From an optimization exercise on the open Yosys and OpenROAD flow, aimed at small area; shortcuts taken in it are not production practice. Function was not checked in any run shown here: the RTL went through the layout flow alone. No driver is modelled on the clock port, so clocking that relies on it looks cheaper here than on a real chip. Power figures rest on the tool's default switching activity, not on a simulated workload.

===== flow/design.v =====
module color_convert (
  input  logic [15:0] pixel,
  input  logic        sel_cb,   
  output logic [7:0]  luma,
  output logic [7:0]  chroma
);
  logic [4:0] r5;
  logic [5:0] g6;
  logic [4:0] b5;
  logic [4:0] u5;
  logic [4:0] w5;
  logic [5:0] x6;
  assign r5 = pixel[15:11];
  assign g6 = pixel[10:5];
  assign b5 = pixel[4:0];
  assign u5 = sel_cb ? b5 : r5;
  assign w5 = sel_cb ? r5 : b5;
  assign x6 = sel_cb ? {r5, 1'b0} : g6;
  logic luma_s0, luma_c0;
  csa_fa luma_fa1 (.a(b5[0]), .b(g6[0]), .c(r5[0]), .s(luma_s0), .co(luma_c0));
  logic luma_s1, luma_c1;
  csa_fa luma_fa2 (.a(b5[1]), .b(g6[0]), .c(g6[1]), .s(luma_s1), .co(luma_c1));
  logic luma_s2, luma_c2;
  csa_fa luma_fa3 (.a(r5[1]), .b(luma_c0), .c(luma_s1), .s(luma_s2), .co(luma_c2));
  logic luma_s3, luma_c3;
  csa_fa luma_fa4 (.a(b5[0]), .b(b5[2]), .c(g6[1]), .s(luma_s3), .co(luma_c3));
  logic luma_s4, luma_c4;
  csa_fa luma_fa5 (.a(g6[2]), .b(r5[0]), .c(r5[2]), .s(luma_s4), .co(luma_c4));
  logic luma_s5, luma_c5;
  csa_fa luma_fa6 (.a(luma_c1), .b(luma_s3), .c(luma_s4), .s(luma_s5), .co(luma_c5));
  logic luma_s6, luma_c6;
  csa_fa luma_fa7 (.a(b5[0]), .b(b5[1]), .c(b5[3]), .s(luma_s6), .co(luma_c6));
  logic luma_s7, luma_c7;
  csa_fa luma_fa8 (.a(g6[0]), .b(g6[2]), .c(g6[3]), .s(luma_s7), .co(luma_c7));
  logic luma_s8, luma_c8;
  csa_fa luma_fa9 (.a(r5[0]), .b(r5[1]), .c(r5[3]), .s(luma_s8), .co(luma_c8));
  logic luma_s9, luma_c9;
  csa_fa luma_fa10 (.a(luma_c3), .b(luma_c4), .c(luma_s6), .s(luma_s9), .co(luma_c9));
  logic luma_s10, luma_c10;
  csa_fa luma_fa11 (.a(luma_s7), .b(luma_s8), .c(luma_c5), .s(luma_s10), .co(luma_c10));
  logic luma_s11, luma_c11;
  csa_fa luma_fa12 (.a(b5[0]), .b(b5[1]), .c(b5[2]), .s(luma_s11), .co(luma_c11));
  logic luma_s12, luma_c12;
  csa_fa luma_fa13 (.a(b5[4]), .b(g6[1]), .c(g6[3]), .s(luma_s12), .co(luma_c12));
  logic luma_s13, luma_c13;
  csa_fa luma_fa14 (.a(g6[4]), .b(r5[1]), .c(r5[2]), .s(luma_s13), .co(luma_c13));
  logic luma_s14, luma_c14;
  csa_fa luma_fa15 (.a(r5[4]), .b(luma_c6), .c(luma_c7), .s(luma_s14), .co(luma_c14));
  logic luma_s15, luma_c15;
  csa_fa luma_fa16 (.a(luma_c8), .b(luma_s11), .c(luma_s12), .s(luma_s15), .co(luma_c15));
  logic luma_s16, luma_c16;
  csa_fa luma_fa17 (.a(luma_s13), .b(luma_c9), .c(luma_s14), .s(luma_s16), .co(luma_c16));
  logic luma_s17, luma_c17;
  csa_fa luma_fa18 (.a(luma_s15), .b(luma_c10), .c(luma_s16), .s(luma_s17), .co(luma_c17));
  logic luma_s18, luma_c18;
  csa_fa luma_fa19 (.a(b5[1]), .b(b5[2]), .c(b5[3]), .s(luma_s18), .co(luma_c18));
  logic luma_s19, luma_c19;
  csa_fa luma_fa20 (.a(g6[2]), .b(g6[4]), .c(g6[5]), .s(luma_s19), .co(luma_c19));
  logic luma_s20, luma_c20;
  csa_fa luma_fa21 (.a(r5[2]), .b(r5[3]), .c(luma_c11), .s(luma_s20), .co(luma_c20));
  logic luma_s21, luma_c21;
  csa_fa luma_fa22 (.a(luma_c12), .b(luma_c13), .c(luma_s18), .s(luma_s21), .co(luma_c21));
  logic luma_s22, luma_c22;
  csa_fa luma_fa23 (.a(luma_s19), .b(luma_c14), .c(luma_c15), .s(luma_s22), .co(luma_c22));
  logic luma_s23, luma_c23;
  csa_fa luma_fa24 (.a(luma_s20), .b(luma_s21), .c(luma_c16), .s(luma_s23), .co(luma_c23));
  logic luma_s24, luma_c24;
  csa_fa luma_fa25 (.a(luma_s22), .b(luma_s23), .c(luma_c17), .s(luma_s24), .co(luma_c24));
  logic luma_s25, luma_c25;
  csa_fa luma_fa26 (.a(b5[2]), .b(b5[3]), .c(b5[4]), .s(luma_s25), .co(luma_c25));
  logic luma_s26, luma_c26;
  csa_fa luma_fa27 (.a(g6[0]), .b(g6[3]), .c(g6[5]), .s(luma_s26), .co(luma_c26));
  logic luma_s27, luma_c27;
  csa_fa luma_fa28 (.a(r5[0]), .b(r5[3]), .c(r5[4]), .s(luma_s27), .co(luma_c27));
  logic luma_s28, luma_c28;
  csa_fa luma_fa29 (.a(luma_c18), .b(luma_c19), .c(luma_s25), .s(luma_s28), .co(luma_c28));
  logic luma_s29, luma_c29;
  csa_fa luma_fa30 (.a(luma_s26), .b(luma_s27), .c(luma_c20), .s(luma_s29), .co(luma_c29));
  logic luma_s30, luma_c30;
  csa_fa luma_fa31 (.a(luma_c21), .b(luma_s28), .c(luma_c22), .s(luma_s30), .co(luma_c30));
  logic luma_s31, luma_c31;
  csa_fa luma_fa32 (.a(luma_s29), .b(luma_c23), .c(luma_s30), .s(luma_s31), .co(luma_c31));
  logic luma_s32, luma_c32;
  csa_fa luma_fa33 (.a(b5[3]), .b(b5[4]), .c(g6[1]), .s(luma_s32), .co(luma_c32));
  logic luma_s33, luma_c33;
  csa_fa luma_fa34 (.a(g6[4]), .b(r5[1]), .c(r5[4]), .s(luma_s33), .co(luma_c33));
  logic luma_s34, luma_c34;
  csa_fa luma_fa35 (.a(luma_c25), .b(luma_c26), .c(luma_c27), .s(luma_s34), .co(luma_c34));
  logic luma_s35, luma_c35;
  csa_fa luma_fa36 (.a(luma_s32), .b(luma_s33), .c(luma_c28), .s(luma_s35), .co(luma_c35));
  logic luma_s36, luma_c36;
  csa_fa luma_fa37 (.a(luma_s34), .b(luma_c29), .c(luma_s35), .s(luma_s36), .co(luma_c36));
  logic luma_s37, luma_c37;
  csa_fa luma_fa38 (.a(luma_c30), .b(luma_s36), .c(luma_c31), .s(luma_s37), .co(luma_c37));
  logic luma_s38, luma_c38;
  csa_fa luma_fa39 (.a(b5[4]), .b(g6[2]), .c(g6[5]), .s(luma_s38), .co(luma_c38));
  logic luma_s39, luma_c39;
  csa_fa luma_fa40 (.a(r5[2]), .b(luma_c32), .c(luma_c33), .s(luma_s39), .co(luma_c39));
  logic luma_s40, luma_c40;
  csa_fa luma_fa41 (.a(luma_s38), .b(luma_c34), .c(luma_s39), .s(luma_s40), .co(luma_c40));
  logic luma_s41, luma_c41;
  csa_fa luma_fa42 (.a(luma_c35), .b(luma_s40), .c(luma_c36), .s(luma_s41), .co(luma_c41));
  logic luma_s42, luma_c42;
  csa_fa luma_fa43 (.a(g6[3]), .b(r5[3]), .c(luma_c38), .s(luma_s42), .co(luma_c42));
  logic luma_s43, luma_c43;
  csa_fa luma_fa44 (.a(luma_c39), .b(luma_s42), .c(luma_c40), .s(luma_s43), .co(luma_c43));
  logic luma_s44, luma_c44;
  csa_fa luma_fa45 (.a(g6[4]), .b(r5[4]), .c(luma_c42), .s(luma_s44), .co(luma_c44));
  logic [12:0] luma_ra, luma_rb, luma_sum;
  assign luma_ra = {1'b0, g6[5], luma_s44, luma_s43, luma_s41, luma_s37, luma_c24, luma_s24, luma_s17, luma_s9, luma_c2, luma_s2, luma_s0};
  assign luma_rb = {1'b0, luma_c44, luma_c43, luma_c41, luma_c37, 1'b0, luma_s31, 1'b0, 1'b0, luma_s10, luma_s5, 1'b0, 1'b0};
  assign luma_sum = luma_ra + luma_rb;
  assign luma = {luma_sum[12], luma_sum[11], luma_sum[10], luma_sum[9], luma_sum[8], luma_sum[7], luma_sum[6], luma_sum[5]};
  logic chroma_s0, chroma_c0;
  csa_fa chroma_fa1 (.a(~g6[1]), .b(~w5[0]), .c(~x6[0]), .s(chroma_s0), .co(chroma_c0));
  logic chroma_s1, chroma_c1;
  assign chroma_s1 = 1'b1 ^ (~g6[0] ^ ~g6[2]);
  assign chroma_c1 = (1'b1 & ~g6[0]) | (~g6[2] & (1'b1 | ~g6[0]));
  logic chroma_s2, chroma_c2;
  csa_fa chroma_fa3 (.a(~w5[1]), .b(~x6[0]), .c(~x6[1]), .s(chroma_s2), .co(chroma_c2));
  logic chroma_s3, chroma_c3;
  csa_fa chroma_fa4 (.a(chroma_s1), .b(chroma_c0), .c(chroma_s2), .s(chroma_s3), .co(chroma_c3));
  logic chroma_s4, chroma_c4;
  csa_fa chroma_fa5 (.a(~g6[1]), .b(~g6[3]), .c(~w5[0]), .s(chroma_s4), .co(chroma_c4));
  logic chroma_s5, chroma_c5;
  csa_fa chroma_fa6 (.a(~w5[2]), .b(~x6[1]), .c(~x6[2]), .s(chroma_s5), .co(chroma_c5));
  logic chroma_s6, chroma_c6;
  csa_fa chroma_fa7 (.a(chroma_c1), .b(chroma_c2), .c(chroma_s4), .s(chroma_s6), .co(chroma_c6));
  logic chroma_s7, chroma_c7;
  csa_fa chroma_fa8 (.a(chroma_s5), .b(chroma_c3), .c(chroma_s6), .s(chroma_s7), .co(chroma_c7));
  logic chroma_s8, chroma_c8;
  assign chroma_s8 = 1'b1 ^ (~g6[0] ^ ~g6[2]);
  assign chroma_c8 = (1'b1 & ~g6[0]) | (~g6[2] & (1'b1 | ~g6[0]));
  logic chroma_s9, chroma_c9;
  csa_fa chroma_fa10 (.a(~g6[4]), .b(~w5[1]), .c(~w5[3]), .s(chroma_s9), .co(chroma_c9));
  logic chroma_s10, chroma_c10;
  csa_fa chroma_fa11 (.a(~x6[0]), .b(~x6[2]), .c(~x6[3]), .s(chroma_s10), .co(chroma_c10));
  logic chroma_s11, chroma_c11;
  csa_fa chroma_fa12 (.a(chroma_s8), .b(chroma_c4), .c(chroma_c5), .s(chroma_s11), .co(chroma_c11));
  logic chroma_s12, chroma_c12;
  csa_fa chroma_fa13 (.a(chroma_s10), .b(chroma_s9), .c(chroma_c6), .s(chroma_s12), .co(chroma_c12));
  logic chroma_s13, chroma_c13;
  csa_fa chroma_fa14 (.a(chroma_s11), .b(chroma_s12), .c(chroma_c7), .s(chroma_s13), .co(chroma_c13));
  logic chroma_s14, chroma_c14;
  csa_fa chroma_fa15 (.a(~g6[1]), .b(~g6[3]), .c(~g6[5]), .s(chroma_s14), .co(chroma_c14));
  logic chroma_s15, chroma_c15;
  csa_fa chroma_fa16 (.a(~w5[0]), .b(~w5[2]), .c(~w5[4]), .s(chroma_s15), .co(chroma_c15));
  logic chroma_s16, chroma_c16;
  csa_fa chroma_fa17 (.a(~x6[1]), .b(~x6[3]), .c(~x6[4]), .s(chroma_s16), .co(chroma_c16));
  logic chroma_s17, chroma_c17;
  csa_fa chroma_fa18 (.a(chroma_c8), .b(chroma_s14), .c(chroma_c10), .s(chroma_s17), .co(chroma_c17));
  logic chroma_s18, chroma_c18;
  csa_fa chroma_fa19 (.a(chroma_c9), .b(chroma_s15), .c(chroma_s16), .s(chroma_s18), .co(chroma_c18));
  logic chroma_s19, chroma_c19;
  csa_fa chroma_fa20 (.a(chroma_c11), .b(chroma_s17), .c(chroma_s18), .s(chroma_s19), .co(chroma_c19));
  logic chroma_s20, chroma_c20;
  csa_fa chroma_fa21 (.a(chroma_c12), .b(chroma_s19), .c(chroma_c13), .s(chroma_s20), .co(chroma_c20));
  logic chroma_s21, chroma_c21;
  csa_fa chroma_fa22 (.a(~g6[0]), .b(~g6[2]), .c(~g6[4]), .s(chroma_s21), .co(chroma_c21));
  logic chroma_s22, chroma_c22;
  csa_fa chroma_fa23 (.a(~w5[1]), .b(~w5[3]), .c(~x6[2]), .s(chroma_s22), .co(chroma_c22));
  logic chroma_s23, chroma_c23;
  csa_fa chroma_fa24 (.a(~x6[4]), .b(~x6[5]), .c(chroma_c14), .s(chroma_s23), .co(chroma_c23));
  logic chroma_s24, chroma_c24;
  csa_fa chroma_fa25 (.a(chroma_s21), .b(chroma_c15), .c(chroma_c16), .s(chroma_s24), .co(chroma_c24));
  logic chroma_s25, chroma_c25;
  csa_fa chroma_fa26 (.a(chroma_s22), .b(chroma_s23), .c(chroma_c17), .s(chroma_s25), .co(chroma_c25));
  logic chroma_s26, chroma_c26;
  csa_fa chroma_fa27 (.a(chroma_c18), .b(chroma_s24), .c(chroma_s25), .s(chroma_s26), .co(chroma_c26));
  logic chroma_s27, chroma_c27;
  csa_fa chroma_fa28 (.a(chroma_c19), .b(chroma_s26), .c(chroma_c20), .s(chroma_s27), .co(chroma_c27));
  logic chroma_s28, chroma_c28;
  assign chroma_s28 = 1'b1 ^ (~g6[1] ^ ~g6[3]);
  assign chroma_c28 = (1'b1 & ~g6[1]) | (~g6[3] & (1'b1 | ~g6[1]));
  logic chroma_s29, chroma_c29;
  csa_fa chroma_fa30 (.a(~g6[5]), .b(~w5[2]), .c(~w5[4]), .s(chroma_s29), .co(chroma_c29));
  logic chroma_s30, chroma_c30;
  csa_fa chroma_fa31 (.a(~x6[3]), .b(~x6[5]), .c(chroma_c21), .s(chroma_s30), .co(chroma_c30));
  logic chroma_s31, chroma_c31;
  csa_fa chroma_fa32 (.a(chroma_s28), .b(chroma_c22), .c(chroma_s29), .s(chroma_s31), .co(chroma_c31));
  logic chroma_s32, chroma_c32;
  csa_fa chroma_fa33 (.a(chroma_c23), .b(chroma_s30), .c(chroma_c24), .s(chroma_s32), .co(chroma_c32));
  logic chroma_s33, chroma_c33;
  csa_fa chroma_fa34 (.a(chroma_s31), .b(chroma_c25), .c(chroma_s32), .s(chroma_s33), .co(chroma_c33));
  logic chroma_s34, chroma_c34;
  csa_fa chroma_fa35 (.a(chroma_c26), .b(chroma_s33), .c(chroma_c27), .s(chroma_s34), .co(chroma_c34));
  logic chroma_s35, chroma_c35;
  csa_fa chroma_fa36 (.a(~g6[2]), .b(~g6[4]), .c(u5[0]), .s(chroma_s35), .co(chroma_c35));
  logic chroma_s36, chroma_c36;
  csa_fa chroma_fa37 (.a(~w5[3]), .b(~x6[4]), .c(chroma_c28), .s(chroma_s36), .co(chroma_c36));
  logic chroma_s37, chroma_c37;
  csa_fa chroma_fa38 (.a(chroma_c29), .b(chroma_s35), .c(chroma_c30), .s(chroma_s37), .co(chroma_c37));
  logic chroma_s38, chroma_c38;
  csa_fa chroma_fa39 (.a(chroma_s36), .b(chroma_c31), .c(chroma_s37), .s(chroma_s38), .co(chroma_c38));
  logic chroma_s39, chroma_c39;
  csa_fa chroma_fa40 (.a(chroma_c32), .b(chroma_s38), .c(chroma_c33), .s(chroma_s39), .co(chroma_c39));
  logic chroma_s40, chroma_c40;
  csa_fa chroma_fa41 (.a(~g6[3]), .b(~g6[5]), .c(u5[1]), .s(chroma_s40), .co(chroma_c40));
  logic chroma_s41, chroma_c41;
  csa_fa chroma_fa42 (.a(~w5[4]), .b(~x6[5]), .c(chroma_c35), .s(chroma_s41), .co(chroma_c41));
  logic chroma_s42, chroma_c42;
  csa_fa chroma_fa43 (.a(chroma_s40), .b(chroma_c36), .c(chroma_s41), .s(chroma_s42), .co(chroma_c42));
  logic chroma_s43, chroma_c43;
  csa_fa chroma_fa44 (.a(chroma_c37), .b(chroma_s42), .c(chroma_c38), .s(chroma_s43), .co(chroma_c43));
  logic chroma_s44, chroma_c44;
  csa_fa chroma_fa45 (.a(~g6[4]), .b(u5[2]), .c(chroma_c40), .s(chroma_s44), .co(chroma_c44));
  logic chroma_s45, chroma_c45;
  csa_fa chroma_fa46 (.a(chroma_c41), .b(chroma_s44), .c(chroma_c42), .s(chroma_s45), .co(chroma_c45));
  logic chroma_s46, chroma_c46;
  csa_fa chroma_fa47 (.a(~g6[5]), .b(u5[3]), .c(chroma_c44), .s(chroma_s46), .co(chroma_c46));
  logic [13:0] chroma_ra, chroma_rb, chroma_sum;
  assign chroma_ra = {1'b0, u5[4], chroma_s46, chroma_s45, chroma_s43, chroma_s39, chroma_s34, chroma_s27, chroma_s20, chroma_s13, chroma_s7, chroma_s3, chroma_s0, 1'b1};
  assign chroma_rb = {1'b0, chroma_c46, chroma_c45, chroma_c43, chroma_c39, chroma_c34, 1'b0, 1'b0, 1'b0, 1'b0, 1'b0, 1'b0, 1'b0, ~g6[0]};
  assign chroma_sum = chroma_ra + chroma_rb;
  assign chroma = {chroma_sum[13], chroma_sum[12], chroma_sum[11], chroma_sum[10], chroma_sum[9], chroma_sum[8], chroma_sum[7], chroma_sum[6]};
endmodule
module channel_threshold (
  input  logic [15:0] pixel,
  input  logic [7:0]  luma,
  input  logic [7:0]  chroma,    
  input  logic [2:0]  channel_sel,
  input  logic [7:0]  lower_bound,
  input  logic [7:0]  upper_bound,
  output logic [7:0]  channel,
  output logic        in_range
);
  always_comb begin
    case (channel_sel)
      3'b000:  channel = {pixel[10:5], 2'b00};   
      3'b001:  channel = {pixel[15:11], 3'b000};  
      3'b010:  channel = {pixel[4:0], 3'b000};   
      3'b100:  channel = luma;
      3'b101:  channel = chroma;  
      3'b110:  channel = chroma;  
      default: channel = '0;  
    endcase
  end
  function automatic logic ge8(input logic [7:0] a, input logic [7:0] b);
    logic c;
    c = 1'b1;
    for (int i = 0; i < 8; i++) c = (a[i] & ~b[i]) | (c & (a[i] | ~b[i]));
    ge8 = c;
  endfunction
  assign in_range = ge8(channel, lower_bound) && ge8(upper_bound, channel);
endmodule
module csa_fa (
  input  logic a,
  input  logic b,
  input  logic c,
  output logic s,
  output logic co
);
  assign s  = a ^ (b ^ c);
  assign co = (a & b) | (c & (a | b));
endmodule
module csa_ha (
  input  logic a,
  input  logic b,
  output logic s,
  output logic co
);
  assign s  = a ^ b;
  assign co = a & b;
endmodule
module rc_add #(
  parameter int W = 8
) (
  input  logic [W-1:0] a,
  input  logic [W-1:0] b,
  input  logic         ci,
  output logic [W-1:0] s,
  output logic         co
);
  logic [W:0] c;
  assign c[0] = ci;
  for (genvar i = 0; i < W; i++) begin : g_bit
    csa_fa fa_i (.a(a[i]), .b(b[i]), .c(c[i]), .s(s[i]), .co(c[i+1]));
  end
  assign co = c[W];
endmodule
module rc_inc #(
  parameter int W = 8
) (
  input  logic [W-1:0] a,
  input  logic         ci,
  output logic [W-1:0] s,
  output logic         co
);
  logic [W:0] c;
  assign c[0] = ci;
  for (genvar i = 0; i < W; i++) begin : g_bit
    csa_ha ha_i (.a(a[i]), .b(c[i]), .s(s[i]), .co(c[i+1]));
  end
  assign co = c[W];
endmodule
module com_accumulator (
  input  logic        clk_pixel,
  input  logic        sys_rst,
  input  logic        mark,        
  input  logic        new_frame,
  input  logic [10:0] hcount,
  input  logic [9:0]  vcount,
  output logic [10:0] x_com,
  output logic [9:0]  y_com,
  output logic        com_valid
);
  localparam logic [5:0] X_STEPS = 6'd11;
  localparam logic [6:0] LAST    = 7'd84;  
  logic [31:0] x_sum;    
  logic [30:0] y_sum;
  logic [21:0] count_n;  
  logic        x_carry;  
  logic        y_carry;  
  logic        busy;
  logic [6:0]  step;       
  logic        lo_carry;
  logic [10:0] lo_diff;
  logic [10:0] hi_diff;
  logic        hi_carry;   
  logic        lo_carry_q;
  logic        mark_add;
  logic        last;
  logic        clear;
  logic        load;
  logic        keep;
  logic [10:0] h_add;
  logic [9:0]  v_add;
  logic [11:0] x_lo;
  logic        x_lo_co;
  logic [19:0] x_hi;
  logic [10:0] y_lo;
  logic        y_lo_co;
  logic [19:0] y_hi;
  logic [20:0] rem_next;
  logic        q_bit;
  assign mark_add = mark && !busy;
  assign h_add = mark_add ? hcount : '0;
  assign v_add = mark_add ? vcount : '0;
  rc_add #(.W(11)) x_lo_i (.a(x_sum[10:0]), .b(h_add), .ci(1'b0),
                           .s(x_lo[10:0]), .co(x_lo[11]));
  assign x_lo_co = x_lo[11] & x_sum[11];
  rc_inc #(.W(20)) x_hi_i (.a(x_sum[31:12]), .ci(x_carry), .s(x_hi), .co());
  rc_add #(.W(10)) y_lo_i (.a(y_sum[9:0]), .b(v_add), .ci(1'b0),
                           .s(y_lo[9:0]), .co(y_lo[10]));
  assign y_lo_co = y_lo[10] & y_sum[10];
  rc_inc #(.W(20)) y_hi_i (.a(y_sum[30:11]), .ci(y_carry), .s(y_hi), .co());
  rc_add #(.W(11)) div_lo_i (.a(x_sum[20:10]), .b(count_n[10:0]), .ci(1'b1),
                             .s(lo_diff), .co(lo_carry));
  rc_add #(.W(11)) div_hi_i (.a(x_sum[31:21]), .b(count_n[21:11]), .ci(lo_carry_q),
                             .s(hi_diff), .co(hi_carry));
  assign q_bit    = ((step[6:1] < X_STEPS) || step[6]) && hi_carry;
  assign rem_next = q_bit ? {hi_diff[9:0], lo_diff} : x_sum[30:10];
  assign last  = (step == LAST);
  assign clear = sys_rst || (busy && last);
  always_ff @(posedge clk_pixel) begin
    if (clear) begin
      x_sum   <= '0;
      y_sum   <= '0;
      count_n <= '1;
      x_carry <= 1'b0;
      y_carry <= 1'b0;
    end else if (busy && step[0]) begin
      x_sum <= {rem_next, x_sum[9:0], y_sum[30]};
      y_sum <= {y_sum[29:0], q_bit};
    end else begin
      x_sum   <= {x_hi, x_lo[11] ^ x_sum[11], x_lo[10:0]};
      y_sum   <= {y_hi, y_lo[10] ^ y_sum[10], y_lo[9:0]};
      x_carry <= x_lo_co;
      y_carry <= y_lo_co;
      count_n <= count_n - 22'(mark_add);
    end
  end
  always_ff @(posedge clk_pixel) begin
    lo_carry_q <= lo_carry;
  end
  always_ff @(posedge clk_pixel) begin
    if (sys_rst) begin
      busy <= 1'b0;
      step <= '0;
    end else if (busy) begin
      busy <= !last;
      step <= last ? '0 : step + 1'b1;
    end else begin
      busy <= new_frame && (count_n != '1);
      step <= '0;
    end
  end
  assign load = busy && last && !sys_rst;
  assign keep = !(busy && last) && !sys_rst;
  always_ff @(posedge clk_pixel) begin
    x_com     <= (x_sum[10:0] & {11{load}}) | (x_com & {11{keep}});
    y_com     <= (y_sum[9:0] & {10{load}}) | (y_com & {10{keep}});
    com_valid <= load;
  end
endmodule
module overlay_mux (
  input  logic [15:0] bg_pix,
  input  logic        mask,
  input  logic [10:0] hcount,
  input  logic [9:0]  vcount,
  input  logic [1:0]  bg_sel,
  input  logic [1:0]  target_sel,
  input  logic [10:0] x_com,
  input  logic [9:0]  y_com,
  output logic [23:0] pixel_out
);
  logic [7:0]  gray;
  logic [23:0] bg;
  logic        on_cross;
  assign gray = bg_pix[7:0];
  always_comb begin
    case (bg_sel)
      2'b00:   bg = {bg_pix[15:11], 3'b000, bg_pix[10:5], 2'b00, bg_pix[4:0], 3'b000};
      2'b01:   bg = {gray, gray, gray};
      2'b10:   bg = {24{mask}};
      default: bg = mask ? 24'hFF00FF : {gray, gray, gray};
    endcase
  end
  assign on_cross = (target_sel == 2'b01) && ((hcount == x_com) || (vcount == y_com));
  assign pixel_out = on_cross ? 24'hFFFFFF : bg;
endmodule
module color_tracker #(
  parameter int SUM_BITS = 32  
) (
  input  logic        clk_pixel,
  input  logic        sys_rst,
  input  logic [15:0] pixel,
  input  logic [24:0] timing,
  input  logic [2:0]  channel_sel,
  input  logic [7:0]  lower_bound,
  input  logic [7:0]  upper_bound,
  input  logic [1:0]  bg_sel,
  input  logic [1:0]  target_sel,
  output logic [23:0] pixel_out,
  output logic [24:0] timing_out,
  output logic [10:0] x_com,
  output logic [9:0]  y_com,
  output logic        com_valid
);
  logic [15:0] pix_q1, pix_q2, pix_q3, pix_q4;
  logic [24:0] tim_q1, tim_q2, tim_q3, tim_q4, tim_q5;
  logic [3:0]  rst_hist;  
  logic [7:0]  luma, chroma, channel;
  logic        in_range;
  logic [15:0] bg_q;
  logic        mask_q;
  logic        sel_cb_q;  
  color_convert color_convert_i (
    .pixel  (pix_q4),
    .sel_cb (sel_cb_q),
    .luma   (luma),
    .chroma (chroma)
  );
  channel_threshold channel_threshold_i (
    .pixel       (pix_q4),
    .luma        (luma),
    .chroma      (chroma),
    .channel_sel (channel_sel),
    .lower_bound (lower_bound),
    .upper_bound (upper_bound),
    .channel     (channel),
    .in_range    (in_range)
  );
  always_ff @(posedge clk_pixel) begin
    pix_q1   <= pixel;
    pix_q2   <= pix_q1;
    pix_q3   <= pix_q2;
    pix_q4   <= pix_q3;
    tim_q1   <= timing;
    tim_q2   <= tim_q1;
    tim_q3   <= tim_q2;
    tim_q4   <= tim_q3;
    rst_hist <= {rst_hist[2:0], sys_rst};
    if (sys_rst || (rst_hist != '0)) tim_q5 <= '0;
    else tim_q5 <= tim_q4;
    mask_q   <= in_range;
    sel_cb_q <= channel_sel[1];  
    bg_q[15:8] <= pix_q4[15:8];
    if (bg_sel == 2'b00) bg_q[7:0] <= pix_q4[7:0];
    else if (bg_sel[1]) bg_q[7:0] <= luma;
    else bg_q[7:0] <= channel;
  end
  assign timing_out = tim_q5;
  com_accumulator com_accumulator_i (
    .clk_pixel (clk_pixel),
    .sys_rst   (sys_rst),
    .mark      (tim_q5[3] && mask_q),
    .new_frame (tim_q5[0]),
    .hcount    (tim_q5[24:14]),
    .vcount    (tim_q5[13:4]),
    .x_com     (x_com),
    .y_com     (y_com),
    .com_valid (com_valid)
  );
  overlay_mux overlay_mux_i (
    .bg_pix     (bg_q),
    .mask       (mask_q),
    .hcount     (tim_q5[24:14]),
    .vcount     (tim_q5[13:4]),
    .bg_sel     (bg_sel),
    .target_sel (target_sel),
    .x_com      (x_com),
    .y_com      (y_com),
    .pixel_out  (pixel_out)
  );
endmodule

===== flow/flow/run.sh =====
#!/bin/bash
# The standard layout (standard synthesis and ORFS flow), with two changes:
# the port buffers use the smallest buffer cell instead of the default pick,
# and after the post-placement repair and after clock tree synthesis, cells on
# paths with slack are downsized.
set -uo pipefail
export BUFFER_PORTS_ARGS="-buffer_cell sky130_fd_sc_hd__buf_1"
export POST_RESIZE_TCL="$PWD/flow/recover.tcl"
export POST_CTS_TCL="$PWD/flow/recover_cts.tcl"
bash standard.sh finish > standard_flow.log 2>&1

===== flow/flow/recover.tcl =====
# after global placement and its design repair: give back area on paths with
# timing slack by downsizing cells
puts "recover: area before [sta::format_area [rsz::design_area] 0]"
repair_timing -recover_power 100 -verbose
puts "recover: area after [sta::format_area [rsz::design_area] 0]"

===== flow/flow/recover_cts.tcl =====
# after clock tree synthesis and its timing repair: give back area on paths
# with timing slack by downsizing cells, then legalize the placement again
puts "recover: area before [sta::format_area [rsz::design_area] 0]"
estimate_parasitics -placement
repair_timing -recover_power 100 -verbose
detailed_placement
check_placement -verbose
puts "recover: area after [sta::format_area [rsz::design_area] 0]"

===== flow/standard.sh =====
#!/bin/bash
# synth_recipe.tcl (not shown) runs the flow's synth.tcl, then flattens the netlist and writes it again
# the make line also repeats each setting of config.mk as NAME=value (left out here)
make -C /OpenROAD-flow-scripts/flow DESIGN_CONFIG=/design/flow/config.mk WORK_HOME=/design/flow/orfs CLKGATE_MAP_FILE= SYNTH_SCRIPT=/design/flow/synth_recipe.tcl "${@:-finish}"

===== flow/config.mk =====
export PLATFORM = sky130hd
export DESIGN_NAME = color_tracker
export DESIGN_NICKNAME = color_tracker
export VERILOG_FILES = /design/flow/design.v
export SDC_FILE = /design/flow/constraint.sdc
export NUM_CORES = 4
export LEC_CHECK = 0
export CAP_MARGIN = 20
export CORE_MARGIN = 2
export CORE_UTILIZATION = 40
export CTS_CLUSTER_DIAMETER = 100
export CTS_CLUSTER_SIZE = 30
export PLACE_DENSITY = 0.6
export SLEW_MARGIN = 20
export SYNTH_HIERARCHICAL = 1

===== flow/constraint.sdc =====
create_clock -name core_clock -period 6.7 [get_ports {clk_pixel}]
set_input_delay 1.3400 -clock core_clock [delete_from_list [all_inputs] [get_ports {clk_pixel}]]
set_output_delay 1.3400 -clock core_clock [all_outputs]
set_load 0.01 [all_outputs]

==> results.ini, run 1 <==
[outcome]
status = complete, no violations

[power_and_ir_drop]
finalPower_mw = 5.11
p_comb_frac = 0.377
leakage_nw = 6.52
netSwitchingFraction = 0.353
p_per_area_nw_per_um2 = 317
ir_worst_vdd_mv = 0.271
p_sw_mw = 1.80
p_int_mw = 3.31
seqPwrFrac = 0.410
clkPwrFrac = 0.214

[route]
num_vias = 9311
via_per_inst = 4.94
drtIter0Drc = 478
ant_nets = 0
wl_um = 31300
first_pass_iters = 4
wire_per_inst_um = 16.6
post-route-drc-count = 0

[timing]
min_period_over_period = 0.943
fin_skew_ns = 0.0240
whs_ns = 0.322
rsz0062_at_grt = no
drv_slew = 0
period_minus_slack_ns = 6.32
tns_ns = 0
hold_violations = 0
max_freq_mhz = 158
slew_headroom = 0.370
worst_pin_slew_ns = 0.945
setup_viol = 0

[placed_design]
hpwl_um = 23300
routabilityCongestion = 0.877
port_buffers = 136

[critical_path]
r2r-start = sel_cb_q
reg2reg_to = mask_q
endpoint_kind = flop
worst_path_most_repeated_cell = fa_1
cp-start-kind = flop
cpPeakStageDelay_ns = 0.47
slowest_stage = fa_1
crit_arrival_ns = 6.77
r2r_cells = 21
required_ns = 7.15
path_class = reg -> reg
rrSetupSlack_ns = 0.38
crit_buf_inv = 1
critPathMaxFanout = 6
critical-path-top-delay-family = adder cells
crit_path_cell_trace = buf_4 -> mux2i_2 -> fa_1 -> fa_1 -> fa_1 -> fa_1 -> fa_1 -> fa_1 -> fa_1 -> ha_1 -> nand2_1 -> o31ai_2 -> a21oi_1 -> xnor2_1 -> mux2i_1 -> mux4_2 -> nor2_1 -> maj3_1 -> a211oi_1 -> o22ai_1 -> nor3_2

[yosys]
synth_area_per_cell_um2 = 11.4
yosysWarningCount = 10
synth_cells = 1289
synthesis.area_um2 = 14700
yosysUniqueCellTypes = 87
async_flop_share = 0
ys_seq_area_frac = 0.448
yosys-top-cells-area = dfxtp_1, fa_1, ha_1, nand2_1, a21oi_1
synth-seq-cells = 329
synth.top_cell.area_share = 0.448
yosysMostFrequentCell = dfxtp_1
synth_common_cells = dfxtp_1, nand2_1, fa_1
synthFlopType = dfxtp_1
synth_top_cell_by_area = dfxtp_1
synth-edff-count = 0

[worst_hold_path]
min_to = pix_q3[6]
hold_path.class = reg -> reg
hold_path_startpoint = pix_q2[6]
hold_depth = 0

[finish]
seq_area_um2 = 6590
num-nets-final = 1668
antenna_cells = 0
multi_input_area_um2 = 7590
fillers = 3431
drive_above_1_share = 0.0777
areaGrowthSynthToFinish_pct = 9.69

[grt]
grt_usage = 0.165
grt_pass1_wl_um = 50900
grt_max_degree = 65
antenna_found_initial = 0
overflow = 0
grt_pass1_vias = 9384

[die]
core_um2 = 36400
die_h_um = 196
die_w_um = 196
initial_core_util = 0.403
io_pins = 137
rows = 70
dieArea_um2 = 38300

[clock_tree]
path_clk_slew_ns = 0.11
tritoncts = done
cts.sinks = 329
clock_latency_ns = 0.51

[run]
cap_violations = 0

area by class of cell:
type,count,area share
multi-input combinational,864,0.471
sequential,329,0.409
timing repair buffer,168,0.0471
tap,468,0.0363
clock buffer,17,0.0244
inverter,33,0.00768
clock inverter,4,0.00458
cells by family after synthesis:
group | after synthesis | share of synthesized area
XOR/XNOR | 49 | 0.0292
buffers and inverters | 97 | 0.0338
multiplexers | 35 | 0.0260
adder cells (fa/ha/maj) | 193 | 0.232
flip-flops | 329 | 0.448
AND/OR/NAND/NOR | 350 | 0.128
other | 2 | 0.000511
AO/OA/AOI/OAI | 234 | 0.102
layout by cell type, fill, tap and decap left out, drive strengths merged, types with 9 or more instances in the layout:
cell type  count
xnor2         28
ha            59
mux2i         25
and3          12
fa           132
nor2          30
nand4         12
dfxtp        329
nand2        175
nor3          11
a22o          21
nand2b        12
o21ai         48
nor3b         28
mux2           9
buf          155
clkbuf        30
a21oi        117
and2          25
xor2          21
nand3         16
inv           34
modules after synthesis (local to each module, per instance), a selection:
module,times used,cells inside,cell area (um^2),flops+latches
csa_ha,40,1,12.5,0
channel_threshold,1,96,754,0
csa_fa,132,1,20.0,0
color_tracker,1,270,4750,211
com_accumulator,1,555,4690,118
overlay_mux,1,111,659,0
color_convert,1,85,698,0
flip-flops by register name (all words and copies together), names as in the netlist, 22 cells and up:
| name | flops |
|---|---|
| com_accumulator_i.count_n | 22 |
| tim_q3 | 25 |
| com_accumulator_i.x_sum | 32 |
| tim_q2 | 25 |
| com_accumulator_i.y_sum | 31 |
| tim_q5 | 25 |
| tim_q4 | 25 |
| tim_q1 | 25 |
worst max-delay path by stage:
stage	start	end	slack (ns)	depth (start not counted)
finish	sel_cb_q	mask_q	0.38	21
global route	sel_cb_q	mask_q	0.06	21
detailed placement	pix_q4[9]	mask_q	0.18	20
global placement	sel_cb_q	mask_q	0.47	20
floorplan	sel_cb_q	mask_q	0.36	22
routing by layer:
metal / global-route usage / vias up / routed length [um]
met5: 0 / - / 0
met3: 0.0170 / 51 / 809
met4: 0.0449 / 0 / 800
met1: 0.234 / 4521 / 15100
met2: 0.271 / 153 / 14600
li1: - / 4586 / -
power groups by stage:
| stage | combinational (mW) | clock, mW | sequential (mW) |
|---|---|---|---|
| 2_1_floorplan | 1.42 | 0 | 2.13 |
| 3_3_place_gp | 1.91 | 0 | 2.14 |
| 3_5_place_dp | 1.92 | 0 | 2.14 |
| 5_1_grt | 2.14 | 1.20 | 2.11 |
| 6_report | 1.93 | 1.09 | 2.09 |
metrics by stage:
stage               cells  utilization  cell area (um^2)  setup WS, ns
floorplan            1290            -             14700         0.357
global placement     1860        0.430             15700         0.475
finish               1883        0.442             16100         0.384
detailed placement   1860        0.428             15600         0.180
global route         1883        0.442             16100        0.0554
==> run 2: changes to the inputs <==
--- a/flow/config.mk
+++ b/flow/config.mk
@@ -9,6 +9,7 @@
 export CORE_MARGIN = 2
 export CORE_UTILIZATION = 40
-export CTS_CLUSTER_DIAMETER = 100
-export CTS_CLUSTER_SIZE = 30
+export CTS_BUF_LIST = sky130_fd_sc_hd__clkbuf_4 sky130_fd_sc_hd__clkbuf_8
+export CTS_CLUSTER_DIAMETER = 60
+export CTS_CLUSTER_SIZE = 12
 export PLACE_DENSITY = 0.6
 export SLEW_MARGIN = 20
==> results.ini, run 2 <==
[critical_path]
cpPeakStageDelay_ns = 0.47  ; about the same
crit_path_cell_trace = buf_4 -> mux2i_2 -> fa_1 -> fa_1 -> fa_1 -> fa_1 -> fa_1 -> fa_1 -> fa_1 -> ha_1 -> nand2_1 -> o31ai_4 -> a21oi_1 -> xnor2_1 -> mux2i_1 -> mux4_2 -> nor2_1 -> maj3_1 -> a211oi_1 -> o22ai_1 -> nor3_2
crit_start = sel_cb_q
endpoint_kind = flop
critPathMaxFanout = 6  ; unchanged
crit_arrival_ns = 6.83  ; +0.06 ns
required_ns = 7.19  ; +0.04 ns
r2r-start = sel_cb_q
cp-start-kind = flop
slowest_stage = fa_1
crit_buf_inv = 1  ; unchanged
worst_path_most_repeated_cell = fa_1
path_class = reg -> reg
critical-path-top-delay-family = adder cells

[power_and_ir_drop]
p_comb_frac = 0.365  ; -0.012
p_sw_mw = 1.90  ; +5.4%
finalPower_mw = 5.34  ; +4.4%
leakage_nw = 6.64  ; +1.8%
netSwitchingFraction = 0.356  ; +0.00328
p_per_area_nw_per_um2 = 327  ; +3.2%
clkPwrFrac = 0.243  ; +0.029
ir_worst_vdd_mv = 0.219  ; -19%
seqPwrFrac = 0.392  ; -0.018
p_int_mw = 3.44  ; +3.9%

[grt]
grt_pass1_wl_um = 51900  ; +1.8%
grt_usage = 0.170  ; +0.00471
grt_max_degree = 65  ; unchanged
grt_pass1_vias = 9635  ; +2.7%
overflow = 0  ; unchanged
antenna_found_initial = 0  ; unchanged

[clock_tree]
path_clk_slew_ns = 0.08  ; -0.03 ns
clock_latency_ns = 0.57  ; +0.06 ns
tritoncts = done
cts.sinks = 329  ; unchanged

[yosys]
yosys-top-cells-area = dfxtp_1, fa_1, ha_1, nand2_1, a21oi_1
synth_top_cell_by_area = dfxtp_1
async_flop_share = 0  ; unchanged
synth_common_cells = dfxtp_1, nand2_1, fa_1
synth.top_cell.area_share = 0.448  ; unchanged
synth-edff-count = 0  ; unchanged
ys_seq_area_frac = 0.448  ; unchanged
synth-seq-cells = 329  ; unchanged
yosysMostFrequentCell = dfxtp_1
synth_cells = 1289  ; unchanged
synth_area_per_cell_um2 = 11.4  ; unchanged
synthesis.area_um2 = 14700  ; unchanged
yosysWarningCount = 10  ; unchanged
synthFlopType = dfxtp_1
yosysUniqueCellTypes = 87  ; unchanged

[placed_design]
routabilityCongestion = 0.877  ; unchanged
placedInstanceArea_um2 = 15600  ; unchanged
hpwl_um = 23300  ; unchanged
port_buffers = 136  ; unchanged
dp.cells = 1860  ; unchanged
dp_slack_ns = 0.180  ; unchanged

[route]
drtIter0Drc = 419  ; -12%
num_vias = 9453  ; +1.5%
top_layer_used = met4
first_pass_iters = 5  ; +1
via_per_inst = 4.94  ; about the same
dr_wl_met2_um = 14900  ; +1.8%
m1WireLength_um = 14900  ; -1.3%
wl_um = 31800  ; +1.6%
ant_nets = 0  ; unchanged
wl_met3_um = 1070  ; +33%
post-route-drc-count = 0  ; unchanged
wire_per_inst_um = 16.6  ; about the same

[timing]
tns_ns = 0  ; unchanged
worst_pin_slew_ns = 0.943  ; -0.00156 ns
timing.final.ws_setup_ns = 0.364  ; -0.0199 ns
hold_violations = 0  ; unchanged
whs_ns = 0.323  ; +0.00113 ns
rsz0062_at_grt = no
min_period_over_period = 0.946  ; +0.00298
fin_skew_ns = 0.0218  ; -0.00220 ns
setup_viol = 0  ; unchanged
slew_headroom = 0.371  ; +0.00104
drv_slew = 0  ; unchanged
max_freq_mhz = 158  ; -0.31%
period_minus_slack_ns = 6.34  ; +0.0199 ns

[die]
initial_core_util = 0.403  ; unchanged
die_h_um = 196  ; unchanged
core_um2 = 36400  ; unchanged
io_pins = 137  ; unchanged
rows = 70  ; unchanged
die_w_um = 196  ; unchanged
dieArea_um2 = 38300  ; unchanged

[finish]
top_register = com_accumulator_i.x_sum
seq_area_um2 = 6590  ; about the same
drive_above_1_share = 0.0962  ; +0.0185
largest_register_ffs = 32  ; unchanged
multi_input_area_um2 = 7600  ; +0.12%
final_common_cell = dfxtp_1
mostFrequentLayoutCells = dfxtp_1, nand2_1, buf_1
areaGrowthSynthToFinish_pct = 11.0
fillers = 3416  ; -0.44%
final_area_um2 = 16300  ; +1.2%
fin_util = 0.448  ; +0.00536
fin_cells = 1913  ; +1.6%
num-nets-final = 1689  ; +1.3%
antenna_cells = 0  ; unchanged
top_regs = com_accumulator_i.x_sum: 32 flops, com_accumulator_i.y_sum: 31 flops

[outcome]
status = complete, no violations

[worst_hold_path]
hold_path.class = reg -> reg
hold_path_startpoint = pix_q2[12]

[run]
cap_violations = 0  ; unchanged

==> run 2: cell count changes in the layout (fill, tap and decap cells not counted), sizes merged <==
| cell | delta |
|---|---|
| inv | +3 |
| clkbuf | +25 |
| clkinv | +2 |
==> run 2: layer usage <==
metal	GRT usage	vias to the layer above
li1	-	4632
met1	0.234	4589
met2	0.273	162
met3	0.0261	70
met4	0.0589	0
met5	0	-
==> run 2: power by group through the flow <==
| stage | clock [mW] | sequential [mW] | combinational, mW |
|---|---|---|---|
| 2_1_floorplan | 0 | 2.13 | 1.42 |
| 3_3_place_gp | 0 | 2.14 | 1.91 |
| 3_5_place_dp | 0 | 2.14 | 1.92 |
| 5_1_grt | 1.42 | 2.10 | 2.16 |
| 6_report | 1.30 | 2.09 | 1.95 |
==> run 2: final cells by class <==
| type | instances | share of cell area |
|---|---|---|
| sequential | 329 | 0.404 |
| clock inverter | 9 | 0.00591 |
| inverter | 33 | 0.00759 |
| tap | 468 | 0.0359 |
| clock buffer | 42 | 0.0343 |
| timing repair buffer | 168 | 0.0466 |
| multi-input combinational | 864 | 0.466 |
==> run 2: worst reg2reg max path, cell delays in order (launching register included) <==
cell	delay, ns
dfxtp_1	0.44
buf_4	0.21
mux2i_2	0.28
fa_1	0.47
fa_1	0.40
fa_1	0.47
fa_1	0.41
fa_1	0.40
fa_1	0.39
fa_1	0.39
ha_1	0.35
nand2_1	0.10
o31ai_4	0.23
a21oi_1	0.13
xnor2_1	0.16
mux2i_1	0.13
mux4_2	0.31
nor2_1	0.06
maj3_1	0.37
a211oi_1	0.27
o22ai_1	0.14
nor3_2	0.17
==> run 2: final timing paths <==
kind           endpoint  slack, ns  cells after the start
max              mask_q       0.36                     21
min          pix_q3[12]       0.32                      0
max reg2reg      mask_q       0.36                     21
min reg2reg  pix_q3[12]       0.32                      0
==> run 2: modules after synthesis (local to each module, per instance), excerpt <==
module             flip-flops and latches  times used  cells inside  area [um^2]
channel_threshold                       0           1            96          754
color_convert                           0           1            85          698
color_tracker                         211           1           270         4750
com_accumulator                       118           1           555         4690
csa_fa                                  0         132             1         20.0
csa_ha                                  0          40             1         12.5
overlay_mux                             0           1           111          659
==> run 2: kinds of logic (layout without fill, tap and decap cells) <==
kind of cell	after synthesis	count (layout)	share of synthesized area
muxes	35	35	0.0260
and+or+nand+nor	350	350	0.128
buffers and inverters	97	252	0.0338
AOI/OAI and AO/OA	234	234	0.102
other	2	3	0.000511
xor gates and xnor gates	49	49	0.0292
adders and majority gates	193	193	0.232
DFF	329	329	0.448
==> run 3: changes to the inputs <==
--- a/flow/config.mk
+++ b/flow/config.mk
@@ -9,7 +9,7 @@
 export CORE_MARGIN = 2
 export CORE_UTILIZATION = 40
-export CTS_BUF_LIST = sky130_fd_sc_hd__clkbuf_4 sky130_fd_sc_hd__clkbuf_8
-export CTS_CLUSTER_DIAMETER = 60
-export CTS_CLUSTER_SIZE = 12
+export CTS_BUF_LIST = sky130_fd_sc_hd__clkbuf_8
+export CTS_CLUSTER_DIAMETER = 80
+export CTS_CLUSTER_SIZE = 20
 export PLACE_DENSITY = 0.6
 export SLEW_MARGIN = 20
==> results.ini, run 3 <==
[outcome]
status = complete, no violations

[grt]
overflow = 0  ; unchanged
grt_pass1_vias = 9448  ; -1.9%
grt_pass1_wl_um = 51400  ; -0.78%
antenna_found_initial = 0  ; unchanged
grt_max_degree = 65  ; unchanged
grt_usage = 0.167  ; -0.00274

[critical_path]
critPathMaxFanout = 6  ; unchanged
required_ns = 7.21  ; +0.02 ns
crit_arrival_ns = 6.83  ; about the same
endpoint_kind = flop
cp-start-kind = flop
path_class = reg -> reg

[worst_hold_path]
hold_path.class = reg -> reg

[power_and_ir_drop]
p_per_area_nw_per_um2 = 309  ; -5.7%
leakage_nw = 6.47  ; -2.6%
clkPwrFrac = 0.186  ; -0.057
seqPwrFrac = 0.424  ; +0.032
ir_worst_vdd_mv = 0.250  ; +14%
p_comb_frac = 0.390  ; +0.025
p_sw_mw = 1.80  ; -5.3%
netSwitchingFraction = 0.365  ; +0.00897
p_int_mw = 3.13  ; -8.9%

[yosys]
synthFlopType = dfxtp_1
synth_common_cells = dfxtp_1, nand2_1, fa_1
synth-edff-count = 0  ; unchanged
async_flop_share = 0  ; unchanged
synth_area_per_cell_um2 = 11.4  ; unchanged
yosysMostFrequentCell = dfxtp_1
synthesis.area_um2 = 14700  ; unchanged
synth-seq-cells = 329  ; unchanged
yosys-top-cells-area = dfxtp_1, fa_1, ha_1, nand2_1, a21oi_1
yosysWarningCount = 10  ; unchanged
synth.top_cell.area_share = 0.448  ; unchanged
ys_seq_area_frac = 0.448  ; unchanged
yosysUniqueCellTypes = 87  ; unchanged
synth_top_cell_by_area = dfxtp_1
synth_cells = 1289  ; unchanged

[finish]
top_regs = com_accumulator_i.x_sum: 32 flops, com_accumulator_i.y_sum: 31 flops
top_register = com_accumulator_i.x_sum
drive_above_1_share = 0.0816  ; -0.0146
final_common_cell = dfxtp_1
antenna_cells = 0  ; unchanged
num-nets-final = 1674  ; -0.89%
areaGrowthSynthToFinish_pct = 8.84
mostFrequentLayoutCells = dfxtp_1, nand2_1, buf_1
largest_register_ffs = 32  ; unchanged

[die]
dieArea_um2 = 38300  ; unchanged
core_um2 = 36400  ; unchanged
initial_core_util = 0.403  ; unchanged
rows = 70  ; unchanged
die_h_um = 196  ; unchanged
die_w_um = 196  ; unchanged
io_pins = 137  ; unchanged

[placed_design]
routabilityCongestion = 0.877  ; unchanged
hpwl_um = 23300  ; unchanged
port_buffers = 136  ; unchanged

[timing]
worst_pin_slew_ns = 0.944  ; +0.00128 ns
tns_ns = 0  ; unchanged
period_minus_slack_ns = 6.32  ; -0.0157 ns
rsz0062_at_grt = no
whs_ns = 0.322  ; -0.00107 ns
max_freq_mhz = 158  ; +0.25%
slew_headroom = 0.370  ; -0.000852
min_period_over_period = 0.943  ; -0.00234
fin_skew_ns = 0.0199  ; -0.00192 ns
hold_violations = 0  ; unchanged
setup_viol = 0  ; unchanged
drv_slew = 0  ; unchanged

[route]
first_pass_iters = 4  ; -1
wire_per_inst_um = 16.7  ; +0.41%
via_per_inst = 4.96  ; +0.39%
ant_nets = 0  ; unchanged
num_vias = 9371  ; -0.87%
post-route-drc-count = 0  ; unchanged
wl_um = 31600  ; -0.85%
drtIter0Drc = 419  ; unchanged

[clock_tree]
path_clk_slew_ns = 0.12  ; +0.04 ns
tritoncts = done
cts.sinks = 329  ; unchanged
clock_latency_ns = 0.57  ; about the same

[run]
cap_violations = 0  ; unchanged

## run 3: changes by cell type in the layout (fill, tap and decap cells not counted)
cell        previous run  this run
bufinv_16              1         0
clkbuf_4               4         1
clkbuf_8              39        21
clkinv_2               3         0
clkinv_8               0         1
clkinvlp_4             0         2
dfxtp_1              329       327
dfxtp_2                0         2
inv_1                 31        32
inv_8                  3         0
o31ai_2                0         1
o31ai_4                2         1
## run 3: worst max-delay path, cell delays in order, from the launching register on
cell and delay (ns):
dfxtp_2 0.40, buf_4 0.18, mux2i_2 0.28, fa_1 0.47, fa_1 0.40, fa_1 0.46
fa_1 0.41, fa_1 0.40, fa_1 0.39, fa_1 0.39, ha_1 0.34, nand2_1 0.08
o31ai_2 0.30, a21oi_1 0.15, xnor2_1 0.17, mux2i_1 0.13, mux4_2 0.32, nor2_1 0.06
maj3_1 0.37, a211oi_1 0.27, o22ai_1 0.14, nor3_2 0.17
## run 3: per-stage QoR
step                power [mW]  cells  utilization  setup slack [ns]  area (um^2)
finish                    4.94   1889        0.439             0.380        16000
global route              5.27   1889        0.439            0.0560        16000
detailed placement        4.06   1860        0.428             0.180        15600
global placement          4.05   1860        0.430             0.475        15700
floorplan                 3.55   1290            -             0.357        14700
## run 3: Yosys stat by module, one instance, submodules excluded, a selection
module           cells inside  times used  flip-flops and latches
csa_fa                      1         132                       0
color_convert              85           1                       0
overlay_mux               111           1                       0
com_accumulator           555           1                     118
color_tracker             270           1                     211
csa_ha                      1          40                       0
## run 3: layer usage
metal	vias up	global-route usage	routed length [um]
met5	-	0	0
met4	0	0.0513	946
met3	57	0.0191	949
met2	169	0.273	14800
met1	4561	0.234	14900
li1	4584	-	-
## run 3: final timing paths
| check | start | endpoint | slack [ns] | depth (start not counted) |
|---|---|---|---|---|
| worst max-delay path | sel_cb_q | mask_q | 0.38 | 21 |
| worst min-delay path | pix_q2[6] | pix_q3[6] | 0.32 | 0 |
| worst max register to register | sel_cb_q | mask_q | 0.38 | 21 |
| worst min register to register | pix_q2[6] | pix_q3[6] | 0.32 | 0 |
## run 3: logic make-up after synthesis
kind of cell / synth area share
AO/OA/AOI/OAI: 0.102
XOR/XNOR: 0.0292
adder cells (fa/ha/maj): 0.232
buffers and inverters: 0.0338
flip-flops: 0.448
multiplexers: 0.0260
other: 0.000511
AND/OR/NAND/NOR: 0.128
## run 3: power by group through the flow
stage | Sequential (mW) | Combinational (mW) | Clock (mW)
3_3_place_gp | 2.14 | 1.91 | 0
2_1_floorplan | 2.13 | 1.42 | 0
6_report | 2.09 | 1.92 | 0.916
5_1_grt | 2.11 | 2.14 | 1.03
3_5_place_dp | 2.14 | 1.92 | 0
## run 3: area by class of cell
class	count	area (um^2)
Clock buffer	21	289
Clock inverter	6	52.6
Fill cell	3450	20400
Inverter	33	124
Multi-Input combinational cell	864	7590
Sequential cell	329	6590
Tap cell	468	586
Timing Repair Buffer	168	759
==> run 4: changes to the inputs <==
--- a/flow/config.mk
+++ b/flow/config.mk
@@ -11,5 +11,5 @@
 export CTS_BUF_LIST = sky130_fd_sc_hd__clkbuf_8
 export CTS_CLUSTER_DIAMETER = 80
-export CTS_CLUSTER_SIZE = 20
+export CTS_CLUSTER_SIZE = 16
 export PLACE_DENSITY = 0.6
 export SLEW_MARGIN = 20
==> results.ini, run 4 <==
[critical_path]
path_class = reg -> reg
required_ns = 7.24  ; +0.03 ns
worst-path-stages = 21  ; unchanged
worst_path_most_repeated_cell = fa_1
crit_start = pix_q4[0]
r2r_cells = 21  ; unchanged
cp-start-kind = flop
crit_arrival_ns = 6.84  ; about the same
critPathMaxFanout = 8  ; +2
cpPeakStageDelay_ns = 0.61  ; +0.14 ns
r2r-start = pix_q4[0]
crit_buf_inv = 1  ; unchanged
slowest_stage = dfxtp_1
critical-path-top-delay-family = adder cells
crit_path_cell_trace = mux2i_2 -> buf_4 -> fa_1 -> fa_1 -> fa_1 -> fa_1 -> fa_1 -> fa_1 -> fa_1 -> ha_1 -> nand2_1 -> o31ai_2 -> a21oi_1 -> xnor2_1 -> mux2i_1 -> mux4_2 -> nor2_1 -> maj3_1 -> a211oi_1 -> o22ai_1 -> nor3_2
endpoint_kind = flop

[grt]
antenna_found_initial = 0  ; unchanged
use_met3 = 0.0206  ; +0.00155
grt_pass1_vias = 9503  ; +0.58%
grt_max_degree = 65  ; unchanged
grt_usage = 0.167  ; +0.000486
use_met1 = 0.234  ; unchanged
grt_pass1_wl_um = 51600  ; +0.23%
grt_use_met2 = 0.273  ; about the same
gr-max-usage-layer = met2
overflow = 0  ; unchanged

[die]
io_pins = 137  ; unchanged
dieArea_um2 = 38300  ; unchanged
core_um2 = 36400  ; unchanged
die_h_um = 196  ; unchanged
die_w_um = 196  ; unchanged
rows = 70  ; unchanged
initial_core_util = 0.403  ; unchanged

[timing]
period_minus_slack_ns = 6.30  ; -0.0158 ns
max_freq_mhz = 159  ; +0.25%
setup_viol = 0  ; unchanged
timing.final.ws_setup_ns = 0.396  ; +0.0158 ns
whs_ns = 0.310  ; -0.0120 ns
min_period_over_period = 0.941  ; -0.00236
drv_slew = 0  ; unchanged
hold_violations = 0  ; unchanged
slew_headroom = 0.371  ; +0.000876
fin_skew_ns = 0.0409  ; +0.0211 ns
worst_pin_slew_ns = 0.943  ; -0.00131 ns

[outcome]
status = complete, no violations

[yosys]
synth_xor_area_frac = 0.0292  ; unchanged
ys_seq_area_frac = 0.448  ; unchanged
synthesis.area_um2 = 14700  ; unchanged
synth.top_cell.area_share = 0.448  ; unchanged
yosysWarningCount = 10  ; unchanged
synthMuxAreaShare = 0.0260  ; unchanged
synth_top_family_by_area = adder cells
synth_cells = 1289  ; unchanged
yosysMostFrequentCell = dfxtp_1
yosys-top-cells-area = dfxtp_1, fa_1, ha_1, nand2_1, a21oi_1
synth_top_cell_by_area = dfxtp_1
synth-seq-cells = 329  ; unchanged
synth_area_per_cell_um2 = 11.4  ; unchanged
yosysUniqueCellTypes = 87  ; unchanged
synth-edff-count = 0  ; unchanged
async_flop_share = 0  ; unchanged
synthFlopType = dfxtp_1
synth_compound_area_frac = 0.102  ; unchanged
synth-simple-area-share = 0.128  ; unchanged
synth_common_cells = dfxtp_1, nand2_1, fa_1
synth_fa_ha_area_frac = 0.232  ; unchanged

[placed_design]
port_buffers = 136  ; unchanged
routabilityCongestion = 0.877  ; unchanged
dp.cells = 1860  ; unchanged
hpwl_um = 23300  ; unchanged
dp_slack_ns = 0.180  ; unchanged

[power_and_ir_drop]
p_int_mw = 3.21  ; +2.3%
leakage_nw = 6.51  ; +0.66%
netSwitchingFraction = 0.362  ; -0.00338
ir_worst_vdd_mv = 0.222  ; -11%
clkPwrFrac = 0.199  ; +0.013
p_sw_mw = 1.82  ; +0.81%
seqPwrFrac = 0.417  ; -0.007
p_comb_frac = 0.384  ; -0.006
p_per_area_nw_per_um2 = 313  ; +1.3%

[finish]
top_register = com_accumulator_i.x_sum
mostFrequentLayoutCells = dfxtp_1, nand2_1, buf_1
drive_above_1_share = 0.0842  ; +0.00258
top_regs = com_accumulator_i.x_sum: 32 flops, com_accumulator_i.y_sum: 31 flops
areaGrowthSynthToFinish_pct = 9.28
fin_cells = 1893  ; +0.21%
largest_register_ffs = 32  ; unchanged
final_common_cell = dfxtp_1
antenna_cells = 0  ; unchanged
num-nets-final = 1678  ; +0.24%

[worst_hold_path]
hold_path_startpoint = tim_q2[13]
hold_depth = 0  ; unchanged
hold_path.class = reg -> reg

[clock_tree]
cts.sinks = 329  ; unchanged
tritoncts = done
path_clk_slew_ns = 0.11  ; about the same
clock_latency_ns = 0.60  ; +0.03 ns

[route]
drtIter0Drc = 391  ; -6.7%
post-route-drc-count = 0  ; unchanged
num_vias = 9375  ; +0.043%
wl_um = 31600  ; +0.16%
wire_per_inst_um = 16.7  ; about the same
first_pass_iters = 5  ; +1
ant_nets = 0  ; unchanged
via_per_inst = 4.95  ; -0.17%

[run]
cap_violations = 0  ; unchanged

[run 4: stage by stage]
stage / utilization / setup TNS (ns) / instance area [um^2] / power [mW]
after global routing: 0.441 / -0.0196 / 16100 / 5.36
after detailed placement: 0.428 / 0 / 15600 / 4.06
after floorplan: - / 0 / 14700 / 3.55
final: 0.441 / 0 / 16100 / 5.02
after global placement: 0.430 / 0 / 15700 / 4.05
[run 4: modules after synthesis (local to each module, per instance), a selection]
module | times used | cell area (um^2)
channel_threshold | 1 | 754
color_convert | 1 | 698
color_tracker | 1 | 4750
com_accumulator | 1 | 4690
csa_fa | 132 | 20.0
csa_ha | 40 | 12.5
overlay_mux | 1 | 659
[run 4: cells by family (layout without fill, tap and decap cells)]
family | after synthesis | count (layout)
adder cells (fa/ha/maj) | 193 | 193
other | 2 | 3
AND/OR/NAND/NOR | 350 | 350
buffers and inverters | 97 | 232
XOR/XNOR | 49 | 49
flip-flops | 329 | 329
multiplexers | 35 | 35
AO/OA/AOI/OAI | 234 | 234
[run 4: metal layers]
layer,wire length [um],share of wire
met1,14900,0.47
met2,14600,0.46
met3,1040,0.033
met4,1070,0.034
met5,0,0
[run 4: worst register-to-register path, cell delays in order (launching register included)]
cell	delay, ns
dfxtp_1	0.61
mux2i_2	0.17
buf_4	0.19
fa_1	0.42
fa_1	0.42
fa_1	0.42
fa_1	0.38
fa_1	0.40
fa_1	0.39
fa_1	0.39
ha_1	0.34
nand2_1	0.08
o31ai_2	0.30
a21oi_1	0.15
xnor2_1	0.17
mux2i_1	0.13
mux4_2	0.31
nor2_1	0.06
maj3_1	0.37
a211oi_1	0.27
o22ai_1	0.14
nor3_2	0.17
[run 4: power by group through the flow]
| stage | Sequential, mW | Combinational (mW) | Clock, mW |
|---|---|---|---|
| after global placement | 2.14 | 1.91 | 0 |
| after detailed placement | 2.14 | 1.92 | 0 |
| final | 2.09 | 1.93 | 1.00 |
| after floorplan | 2.13 | 1.42 | 0 |
| after global routing | 2.10 | 2.14 | 1.12 |
[run 4: worst paths after layout]
kind	end	slack (ns)
setup / recovery	mask_q	0.40
hold / removal	tim_q3[13]	0.31
setup reg to reg	mask_q	0.40
hold reg to reg	tim_q3[13]	0.31
[run 4: final cells by class]
type / instances / area, um^2
Multi-Input combinational cell: 864 / 7590
Inverter: 33 / 124
Tap cell: 468 / 586
Clock buffer: 27 / 372
Fill cell: 3446 / 20400
Clock inverter: 4 / 36.3
Timing Repair Buffer: 168 / 759
Sequential cell: 329 / 6590
==> run 5: changes to the inputs <==
--- a/flow/config.mk
+++ b/flow/config.mk
@@ -10,6 +10,6 @@
 export CORE_UTILIZATION = 40
 export CTS_BUF_LIST = sky130_fd_sc_hd__clkbuf_8
-export CTS_CLUSTER_DIAMETER = 80
-export CTS_CLUSTER_SIZE = 16
+export CTS_CLUSTER_DIAMETER = 50
+export CTS_CLUSTER_SIZE = 20
 export PLACE_DENSITY = 0.6
 export SLEW_MARGIN = 20
==> results.ini, run 5 <==
[finish]
top_register = com_accumulator_i.x_sum
mostFrequentLayoutCells = dfxtp_1, nand2_1, buf_1
largest_register_ffs = 32  ; unchanged
final_area_um2 = 16500  ; +2.7%
num-nets-final = 1688  ; +0.60%
drive_above_1_share = 0.101  ; +0.0168
top_regs = com_accumulator_i.x_sum: 32 flops, com_accumulator_i.y_sum: 31 flops
fillers = 3418  ; -0.81%
fin_util = 0.453  ; +0.0120
antenna_cells = 0  ; unchanged
final_common_cell = dfxtp_1
fin_cells = 1924  ; +1.6%
areaGrowthSynthToFinish_pct = 12.3

[die]
io_pins = 137  ; unchanged
rows = 70  ; unchanged
die_h_um = 196  ; unchanged
die_w_um = 196  ; unchanged
dieArea_um2 = 38300  ; unchanged
initial_core_util = 0.403  ; unchanged
core_um2 = 36400  ; unchanged

[yosys]
yosys-top-cells-area = dfxtp_1, fa_1, ha_1, nand2_1, a21oi_1
synth-seq-cells = 329  ; unchanged
yosysMostFrequentCell = dfxtp_1
synth_top_cell_by_area = dfxtp_1
ys_seq_area_frac = 0.448  ; unchanged
synth_common_cells = dfxtp_1, nand2_1, fa_1
yosysWarningCount = 10  ; unchanged
synth_area_per_cell_um2 = 11.4  ; unchanged
synthFlopType = dfxtp_1
yosysUniqueCellTypes = 87  ; unchanged
synth_cells = 1289  ; unchanged
synth.top_cell.area_share = 0.448  ; unchanged
async_flop_share = 0  ; unchanged
synth-edff-count = 0  ; unchanged
synthesis.area_um2 = 14700  ; unchanged

[power_and_ir_drop]
finalPower_mw = 5.54  ; +10%
clkPwrFrac = 0.270  ; +0.071
leakage_nw = 6.72  ; +3.3%
p_comb_frac = 0.352  ; -0.032
seqPwrFrac = 0.378  ; -0.039
ir_worst_vdd_mv = 0.252  ; +14%
p_sw_mw = 1.97  ; +8.7%
netSwitchingFraction = 0.357  ; -0.00504
p_per_area_nw_per_um2 = 336  ; +7.3%
p_int_mw = 3.56  ; +11%

[timing]
tns_ns = 0  ; unchanged
min_period_over_period = 0.950  ; +0.00899
slew_headroom = 0.373  ; +0.00119
rsz0062_at_grt = no
worst_pin_slew_ns = 0.941  ; -0.00178 ns
period_minus_slack_ns = 6.36  ; +0.0602 ns
hold_violations = 0  ; unchanged
setup_viol = 0  ; unchanged
max_freq_mhz = 157  ; -0.95%
drv_slew = 0  ; unchanged
fin_skew_ns = 0.0421  ; +0.00121 ns

[outcome]
status = complete, no violations

[worst_hold_path]
hold_path.class = reg -> reg
hold_depth = 0  ; unchanged
min_to = pix_q3[1]
hold_path_startpoint = pix_q2[1]

[route]
num_vias = 9487  ; +1.2%
via_per_inst = 4.93  ; -0.44%
wire_per_inst_um = 16.5  ; -1.2%
drtIter0Drc = 420  ; +7.4%
post-route-drc-count = 0  ; unchanged
ant_nets = 0  ; unchanged
wl_um = 31800  ; +0.46%
first_pass_iters = 5  ; unchanged

[clock_tree]
tritoncts = done
cts.sinks = 329  ; unchanged
clock_latency_ns = 0.57  ; -0.03 ns
path_clk_slew_ns = 0.11  ; about the same

[critical_path]
cp-start-kind = flop
critPathMaxFanout = 6  ; -2
rrSetupSlack_ns = 0.34  ; -0.06 ns
r2r_cells = 21  ; unchanged
path_class = reg -> reg
slowest_stage = fa_1
endpoint_kind = flop
r2r-start = sel_cb_q
crit_path_cell_trace = buf_4 -> mux2i_2 -> fa_1 -> fa_1 -> fa_1 -> fa_1 -> fa_1 -> fa_1 -> fa_1 -> ha_1 -> nand2_1 -> o31ai_4 -> a21oi_1 -> xnor2_1 -> mux2i_1 -> mux4_2 -> nor2_1 -> maj3_1 -> a211oi_1 -> o22ai_1 -> nor3_2
worst_path_most_repeated_cell = fa_1
reg2reg_to = mask_q
required_ns = 7.17  ; -0.07 ns
crit_arrival_ns = 6.84  ; about the same
cpPeakStageDelay_ns = 0.47  ; -0.14 ns

[placed_design]
placedInstanceArea_um2 = 15600  ; unchanged
hpwl_um = 23300  ; unchanged
routabilityCongestion = 0.877  ; unchanged
port_buffers = 136  ; unchanged
dp.cells = 1860  ; unchanged

[run]
cap_violations = 0  ; unchanged

[grt]
overflow = 0  ; unchanged
grt_max_degree = 65  ; unchanged
grt_pass1_vias = 9614  ; +1.2%
antenna_found_initial = 0  ; unchanged
grt_pass1_wl_um = 51900  ; +0.67%
grt_usage = 0.170  ; +0.00264

run 5: cell counts after synthesis:
Identical to the previous run, type by type.
run 5: cell families after synthesis:
family | Yosys count | share of synthesized area
and+or+nand+nor | 350 | 0.128
other | 2 | 0.000511
buffers and inverters | 97 | 0.0338
AOI/OAI and AO/OA | 234 | 0.102
adders and majority gates | 193 | 0.232
xor gates and xnor gates | 49 | 0.0292
DFF | 329 | 0.448
muxes | 35 | 0.0260
run 5: power by group through the flow:
stage,combinational [mW],clock [mW],sequential [mW]
after global routing,2.16,1.63,2.10
after detailed placement,1.92,0,2.14
final,1.95,1.49,2.09
after global placement,1.91,0,2.14
after floorplan,1.42,0,2.13
run 5: worst max-delay path by stage:
stage | startpoint | to | slack [ns] | cells after the start
2_1_floorplan | sel_cb_q | mask_q | 0.36 | 22
3_3_place_gp | sel_cb_q | mask_q | 0.47 | 20
3_5_place_dp | pix_q4[9] | mask_q | 0.18 | 20
5_1_grt | sel_cb_q | mask_q | 0.02 | 21
6_report | sel_cb_q | mask_q | 0.34 | 21
run 5: per-module statistics from Yosys, one instance, submodules excluded, a selection:
module | flip-flops and latches | cells | times used
color_tracker | 211 | 270 | 1
com_accumulator | 118 | 555 | 1
channel_threshold | 0 | 96 | 1
color_convert | 0 | 85 | 1
overlay_mux | 0 | 111 | 1
csa_fa | 0 | 1 | 132
csa_ha | 0 | 1 | 40
run 5: per-stage QoR:
stage | hold slack (ns) | worst slack [ns]
2_1_floorplan | 0.310 | 0.357
3_3_place_gp | 0.311 | 0.475
3_5_place_dp | 0.312 | 0.180
5_1_grt | 0.313 | 0.0190
6_report | 0.313 | 0.336
run 5: layout make-up:
class / count / area (um^2) / share of cell area
timing repair buffer: 168 / 759 / 0.0460
clock inverter: 21 / 273 / 0.0165
clock buffer: 41 / 564 / 0.0342
sequential: 329 / 6590 / 0.399
inverter: 33 / 124 / 0.00751
tap: 468 / 586 / 0.0355
multi-input combinational: 864 / 7600 / 0.461
run 5: critical path, delay by kind of cell, from the launching register on:
kind / cells / cell delay (ns)
adders and majority gates: 9 / 3.63
muxes: 3 / 0.72
and+or+nand+nor: 3 / 0.33
DFF: 1 / 0.46
xor gates and xnor gates: 1 / 0.16
AOI/OAI and AO/OA: 4 / 0.77
buffers and inverters: 1 / 0.21
run 5: routing by layer:
metal	wire length (um)	share of wire	track usage
met1	14800	0.46	0.233
met2	14900	0.47	0.275
met3	1080	0.034	0.0268
met4	993	0.031	0.0617
met5	0	0	0

Re-timed with assumed drivers on the ports (clkbuf_16 on the clock, buf_2 on other inputs), run 5 has 0.336 ns of setup slack against 0.336 ns with ideal ports, and 0.336 ns once port delays also move by the mid clock arrival of 0.589 ns.
